What follows belongs to an exercise in optimizing a design on an open flow for small area, a short achievable clock period and few clock cycles per item; a production flow would make more cautious choices. The RTL was checked by simulation tests, not by an equivalence proof against the original design.

==> fjord: inputs <==
## sliding_minute_rate_counter
module sliding_minute_rate_counter #(
   parameter int BUCKETS = smrc_pkg::BUCKETS_DEF
) (
   input  logic    clock,
   input  logic    reset,
   input  logic    req_valid,
   output logic    req_stall,
   input  logic [75:0] req_data,
   output logic    rsp_valid,
   input  logic    rsp_stall,
   output logic [93:0] rsp_data
);
   localparam int SEC_W = $clog2(BUCKETS);
   logic            adv;
   logic            skid_vld, out_vld;
   logic [93:0]     skid_q, out_q, res;
   assign adv = !skid_vld;
   logic            in_vld;
   logic            in_pos;
   logic [75:0]     in_q;
   always_ff @(posedge clock) begin
      if (reset)
         in_vld <= 1'b0;
      else if (adv)
         in_vld <= req_valid;
   end
   always_ff @(posedge clock) begin
      if (adv) begin
         in_q   <= req_data;
         in_pos <= !req_data[75] && (req_data[74:12] != '0);
      end
   end
   logic [63:0]        inc;
   logic [5:0]         sec_code, minute;
   logic [SEC_W-1:0]   sec_now;
   logic               inc_big;
   logic [31:0]        pend_sum;
   logic [30:0]        pend_new;
   logic [7:0]         min_diff;
   logic               changed, clear_all;
   logic [BUCKETS-1:0] rd_sel, sweep;
   logic [CW-1:0]      rd_mark;
   logic [31:0]        tot_lo_q;
   logic [32:0]        lo_sum;
   logic [30:0]        pend_q;
   logic [SEC_W-1:0]   last_sec_q;
   logic [6:0]         last_min_q;
   logic               a_vld, a_chg, a_clr, a_cy;
   logic [30:0]        a_wr, a_inc_hi;
  ...
make LEC_CHECK=0 CAP_MARGIN=20 CORE_MARGIN=2 CORE_UTILIZATION=55 CTS_BUF_LIST='sky130_fd_sc_hd__clkbuf_4 sky130_fd_sc_hd__clkbuf_8' SETUP_SLACK_MARGIN=4.8 SLEW_MARGIN=20 finish   # period 8.0 ns
run.sh (not shown) runs the stock make flow with config.mk's settings and CLKGATE_MAP_FILE= SYNTH_SCRIPT=/design/flow/synth_recipe.tcl, a recipe that flattens the netlist after the stock synthesis.
==> nickel (differences from fjord) <==
==> flow/design.v (replaced) <==
package smrc_pkg;
   localparam int BUCKETS_DEF = 60;
   localparam logic [6:0] MINUTE_AT_RESET = 7'd61;
   localparam logic [30:0] RATE_MAX = {31{1'b1}};
   localparam int CW = 33;
endpackage
module smrc_add #(
   parameter int W = 32
) (
   input  logic [W-1:0] a,
   input  logic [W-1:0] b,
   input  logic         cin,
   output logic [W-1:0] sum,
   output logic         cout
);
   localparam int L = $clog2(W + 1);
   logic [W:0] g [L+1];
   logic [W:0] p [L+1];
   always_comb begin
      g[0][0] = cin;
      p[0][0] = 1'b0;
      for (int i = 0; i < W; i++) begin
         g[0][i+1] = a[i] & b[i];
         p[0][i+1] = a[i] ^ b[i];
      end
      for (int l = 0; l < L; l++) begin
         for (int i = 0; i <= W; i++) begin
            if (((i >> l) & 1) == 1) begin
               g[l+1][i] = g[l][i] | (p[l][i] & g[l][((i >> l) << l) - 1]);
               p[l+1][i] = p[l][i] & p[l][((i >> l) << l) - 1];
            end else begin
               g[l+1][i] = g[l][i];
               p[l+1][i] = p[l][i];
            end
         end
      end
      for (int i = 0; i < W; i++)
         sum[i] = p[0][i+1] ^ g[L][i];
      cout = g[L][W];
   end
endmodule
import smrc_pkg::*;
module smrc_window #(
   parameter int BUCKETS = smrc_pkg::BUCKETS_DEF
) (
   input  logic               clock,
   input  logic               reset,
   input  logic [BUCKETS-1:0] rd_sel,
   output logic [CW+1:0]      rd_mark,    
   input  logic               en,         
   input  logic               changed,    
   input  logic               clear_all,  
   input  logic [BUCKETS-1:0] sweep,      
   input  logic [CW+1:0]      rd_in,      
   input  logic [CW-1:0]      cum,        
   input  logic [30:0]        wr,         
   output logic [CW-1:0]      mark,       
   output logic               mark_drop   
);
   logic [CW:0]        mem [BUCKETS];     
   logic [BUCKETS-1:0] live, drop;
   logic               mark_ep;
   logic [CW+1:0]      mark_new, mark_sel;
   logic [CW:0]        rd_val;
   logic               rd_live, rd_fwd;
   logic [31:0]        since_q, since_new;   
   logic               ep_q, ep_new, turn;
   assign turn   = en && since_q[31];
   assign ep_new = ep_q ^ turn;
   always_comb begin
      for (int i = 0; i < BUCKETS; i++)
         drop[i] = turn && (mem[i][CW] == ep_new);
   end
   always_comb begin
      since_new = turn ? 32'd0 : since_q;
      if (en && changed)
         since_new = since_new + 32'(wr);
   end
   always_comb begin
      mark_sel = {mark_drop, mark_ep, mark};
      if (en && changed)
         mark_sel = rd_in;
      mark_new = mark_sel;
      if (turn && mark_sel[CW] == ep_new)
         mark_new[CW+1] = 1'b1;
      if (en && clear_all)
         mark_new = {1'b0, ep_new, cum};
   end
   always_comb begin
      rd_val  = '0;
      rd_live = 1'b0;
      for (int i = 0; i < BUCKETS; i++) begin
         rd_val  = rd_val | (mem[i] & {(CW+1){rd_sel[i] && live[i]}});
         rd_live = rd_live | (rd_sel[i] && live[i] && !drop[i]);
      end
      rd_fwd = en && (clear_all || |(rd_sel & sweep));
      if (rd_fwd)
         rd_mark = {1'b0, ep_new, cum};
      else if (rd_live)
         rd_mark = {1'b0, rd_val};
      else
         rd_mark = mark_new;
   end
   always_ff @(posedge clock) begin
      if (reset) begin
         live      <= '0;
         mark      <= '0;
         mark_ep   <= 1'b0;
         mark_drop <= 1'b0;
         ep_q      <= 1'b0;
         since_q   <= '0;
      end else begin
         {mark_drop, mark_ep, mark} <= mark_new;
         ep_q    <= ep_new;
         since_q <= since_new;
         if (en)
            live <= (clear_all ? '0 : (live & ~drop)) | sweep;
      end
   end
   always_ff @(posedge clock) begin
      for (int i = 0; i < BUCKETS; i++)
         if (en && sweep[i])
            mem[i] <= {ep_new, cum};
   end
endmodule
import smrc_pkg::*;
module sliding_minute_rate_counter #(
   parameter int BUCKETS = smrc_pkg::BUCKETS_DEF
) (
   input  logic    clock,
   input  logic    reset,
   input  logic    req_valid,
   output logic    req_stall,
   input  logic [75:0] req_data,
   output logic    rsp_valid,
   input  logic    rsp_stall,
   output logic [93:0] rsp_data
);
   localparam int SEC_W = $clog2(BUCKETS);
   logic            adv;
   logic            skid_vld, out_vld;
   logic [93:0]     skid_q, out_q, res;
   assign adv = !skid_vld;
   logic            in_vld;
   logic            in_pos;
   logic [75:0]     in_q;
   logic [BUCKETS-1:0] in_rsel;
   logic [5:0]      req_sec;
   logic [SEC_W-1:0] req_fold;
   assign req_sec  = req_data[11:6];
   assign req_fold = (req_sec[5:2] == 4'b1111) ? {4'b0000, req_sec[1:0]} : req_sec;
   always_ff @(posedge clock) begin
      if (reset)
         in_vld <= 1'b0;
      else if (adv)
         in_vld <= req_valid;
   end
   always_ff @(posedge clock) begin
      if (adv) begin
         in_q   <= req_data;
         in_pos <= !req_data[75] && (req_data[74:12] != '0);
         for (int i = 0; i < BUCKETS; i++)
            in_rsel[i] <= (req_fold == SEC_W'((i + BUCKETS - 1) % BUCKETS));
      end
   end
   logic [63:0]        inc;
   logic [5:0]         sec_code, minute;
   logic [SEC_W-1:0]   sec_now;
   logic               inc_big;
   logic [31:0]        pend_sum;
   logic [30:0]        pend_new;
   logic [7:0]         min_diff;
   logic               changed, clear_all;
   logic [BUCKETS-1:0] sweep;
   logic [CW+1:0]      rd_mark;
   logic [30:0]        pend_q;
   logic [SEC_W-1:0]   last_sec_q;
   logic [6:0]         last_min_q;
   logic               a_vld, a_chg, a_clr;
   logic [30:0]        a_wr;
   logic [62:0]        a_inc;
   logic [BUCKETS-1:0] a_sweep;
   logic [CW+1:0]      a_rd;
   assign inc      = in_q[75:12];
   assign sec_code = in_q[11:6];
   assign minute   = in_q[5:0];
   assign sec_now  = (sec_code[5:2] == 4'b1111) ? {4'b0000, sec_code[1:0]} : sec_code;
   assign inc_big  = |inc[62:31];
   smrc_add #(.W(31)) u_pend_add (
      .a (pend_q), .b (inc[30:0]), .cin (1'b0),
      .sum (pend_sum[30:0]), .cout (pend_sum[31])
   );
   assign pend_new = !in_pos ? pend_q
                   : ((inc_big || pend_sum[31]) ? RATE_MAX : pend_sum[30:0]);
   assign min_diff  = {2'b00, minute} - {1'b0, last_min_q};
   assign clear_all = $signed(min_diff) > 8'sd1;
   assign changed   = (sec_now != last_sec_q);
   always_comb begin
      for (int i = 0; i < BUCKETS; i++) begin
         if (sec_now >= last_sec_q)
            sweep[i] = (SEC_W'(i) > last_sec_q) && (SEC_W'(i) <= sec_now);
         else
            sweep[i] = (SEC_W'(i) > last_sec_q) || (SEC_W'(i) <= sec_now);
      end
   end
   always_ff @(posedge clock) begin
      if (reset) begin
         pend_q     <= '0;
         last_sec_q <= '0;
         last_min_q <= MINUTE_AT_RESET;
      end else if (adv && in_vld) begin
         last_sec_q <= sec_now;
         if (changed) begin
            pend_q     <= '0;
            last_min_q <= {1'b0, minute};
         end else begin
            pend_q <= pend_new;
         end
      end
   end
   always_ff @(posedge clock) begin
      if (reset)
         a_vld <= 1'b0;
      else if (adv)
         a_vld <= in_vld;
   end
   always_ff @(posedge clock) begin
      if (adv) begin
         a_chg    <= changed;
         a_clr    <= clear_all;
         a_wr     <= pend_new;
         a_sweep  <= changed ? sweep : '0;
         a_rd     <= rd_mark;
         a_inc    <= in_pos ? inc[62:0] : '0;
      end
   end
   logic [CW-1:0]    cum_q, cum_add, mark;
   logic             mark_drop;
   logic [62:0]      b_inc;
   logic             b_vld;
   smrc_window #(
      .BUCKETS (BUCKETS)
   ) u_window (
      .clock     (clock),
      .reset     (reset),
      .rd_sel    (in_rsel),
      .rd_mark   (rd_mark),
      .en        (adv && a_vld),
      .changed   (a_chg),
      .clear_all (a_clr),
      .sweep     (a_sweep),
      .rd_in     (a_rd),
      .cum       (cum_q),
      .wr        (a_wr),
      .mark      (mark),
      .mark_drop (mark_drop)
   );
   smrc_add #(.W(CW)) u_cum_add (
      .a (cum_q), .b (CW'(a_wr)), .cin (1'b0),
      .sum (cum_add), .cout ()
   );
   always_ff @(posedge clock) begin
      if (reset)
         cum_q <= '0;
      else if (adv && a_vld && a_chg)
         cum_q <= cum_add;
   end
   always_ff @(posedge clock) begin
      if (reset)
         b_vld <= 1'b0;
      else if (adv)
         b_vld <= a_vld;
   end
   always_ff @(posedge clock) begin
      if (adv)
         b_inc <= a_inc;
   end
   logic [CW-1:0]    win_full;
   logic [30:0]      c_win;
   logic             c_win_sat;
   logic [62:0]      tot_q;
   logic             tot_sat_q;
   logic [63:0]      tot_sum;
   logic             c_vld;
   smrc_add #(.W(CW)) u_win_sub (
      .a (cum_q), .b (~mark), .cin (1'b1),
      .sum (win_full), .cout ()
   );
   smrc_add #(.W(63)) u_tot_add (
      .a (tot_q), .b (b_inc), .cin (1'b0),
      .sum (tot_sum[62:0]), .cout (tot_sum[63])
   );
   always_ff @(posedge clock) begin
      if (reset) begin
         tot_q     <= '0;
         tot_sat_q <= 1'b0;
      end else if (adv && b_vld) begin
         tot_q <= tot_sum[62:0];
         if (tot_sum[63])
            tot_sat_q <= 1'b1;
      end
   end
   always_ff @(posedge clock) begin
      if (reset)
         c_vld <= 1'b0;
      else if (adv)
         c_vld <= b_vld;
   end
   always_ff @(posedge clock) begin
      if (adv)
      begin
         c_win     <= win_full[30:0];
         c_win_sat <= (|win_full[CW-1:31]) || mark_drop;
      end
   end
   assign res = {tot_q | {63{tot_sat_q}}, c_win | {31{c_win_sat}}};
   logic out_en, push;
   assign push   = adv && c_vld;
   assign out_en = !(out_vld && rsp_stall);
   always_ff @(posedge clock) begin
      if (reset) begin
         out_vld  <= 1'b0;
         skid_vld <= 1'b0;
      end else begin
         if (out_en)
            out_vld <= skid_vld || push;
         skid_vld <= out_vld && rsp_stall && (skid_vld || push);
      end
   end
   always_ff @(posedge clock) begin
      if (out_en)
         out_q <= skid_vld ? skid_q : res;
      if (!skid_vld)
         skid_q <= res;
   end
   assign req_stall = skid_vld;
   assign rsp_valid = out_vld;
   assign rsp_data  = out_q;
endmodule
- ABC_AREA: unset -> 1
- CTS_BUF_LIST: sky130_fd_sc_hd__clkbuf_4 sky130_fd_sc_hd__clkbuf_8 -> unset
==> notes <==
In nickel the die area is higher than in fjord, by about 4%.
Of nickel and fjord, nickel has the higher sequential share of layout area (gap 2.5 points).
Via count: fjord is smaller than nickel (5.2%).
Between fjord and nickel, the lower synthesized cell count is in fjord (gap about 26%, measured against nickel).
Wire length: nickel is lower than fjord (about 4%).
Between nickel and fjord, the lower non-clock buffer count is in nickel (gap 694).
==> figures <==
metric                                                         fjord     nickel
Run status                          no timing/DRC/antenna violations  no timing/DRC/antenna violations
Worst min-delay path endpoint                              win_q[17]  b_inc[28]
Worst path max stage delay                                    540 ps     930 ps
Average detailed-routed wire length per instance             40.8 um    34.0 um
Startpoint of the most critical register-to-register path   a_wr[14]   skid_vld
FF+latch area                                              85100 um2  84200 um2
Via count                                                      85390      90110
Source of the worst hold timing path                       win_q[17]  a_inc[28]
Hold slack                                                    446 ps     389 ps
Pin count of the biggest net entering global routing             172        173
Fraction of the cycle the final worst path needs               52.1%      42.1%
Relative slew margins                                          10.9%      13.6%
CTS sink cnt                                                    2955       2924
Share of cell area taken by flip-flops and latches             58.8%      61.3%
Testbench counts of fjord, summed over its fixed seeds: cycles 2,432, items 2,400.
Testbench counts of nickel, summed over its fixed seeds: cycles 2,440, items 2,400.

[port drivers added, routing unchanged]
How much do the figures lean on ideal ports? The routed layouts below were timed once more, with nothing changed but the port constraints. Step 1 assumes that a clkbuf_16 drives the clock port and a buf_2 every other input. Step 2 also shifts input and output timing later by t, the mid clock arrival at the registers, as if the neighbouring blocks saw the same clock. Slacks: no drivers / after step 1 / after step 2; pairs: no drivers / after step 1.
run	t, ns	setup slack, ns	worst hold slack (ns)	slew at the worst register clock pin (ns)	worst slew at a driven data input, ns
fjord	1.240	3.829 / 3.829 / 3.829	0.446 / 0.446 / 0.446	0.08 / 0.08	0.05
nickel	1.026	4.633 / 4.633 / 4.076	0.389 / 0.389 / 0.389	0.07 / 0.07	0.05
After both steps setup and hold are still met in every run listed. For nickel, which loses most, drivers alone change the setup slack by 0.000 ns; drivers and shift together by -0.557 ns.
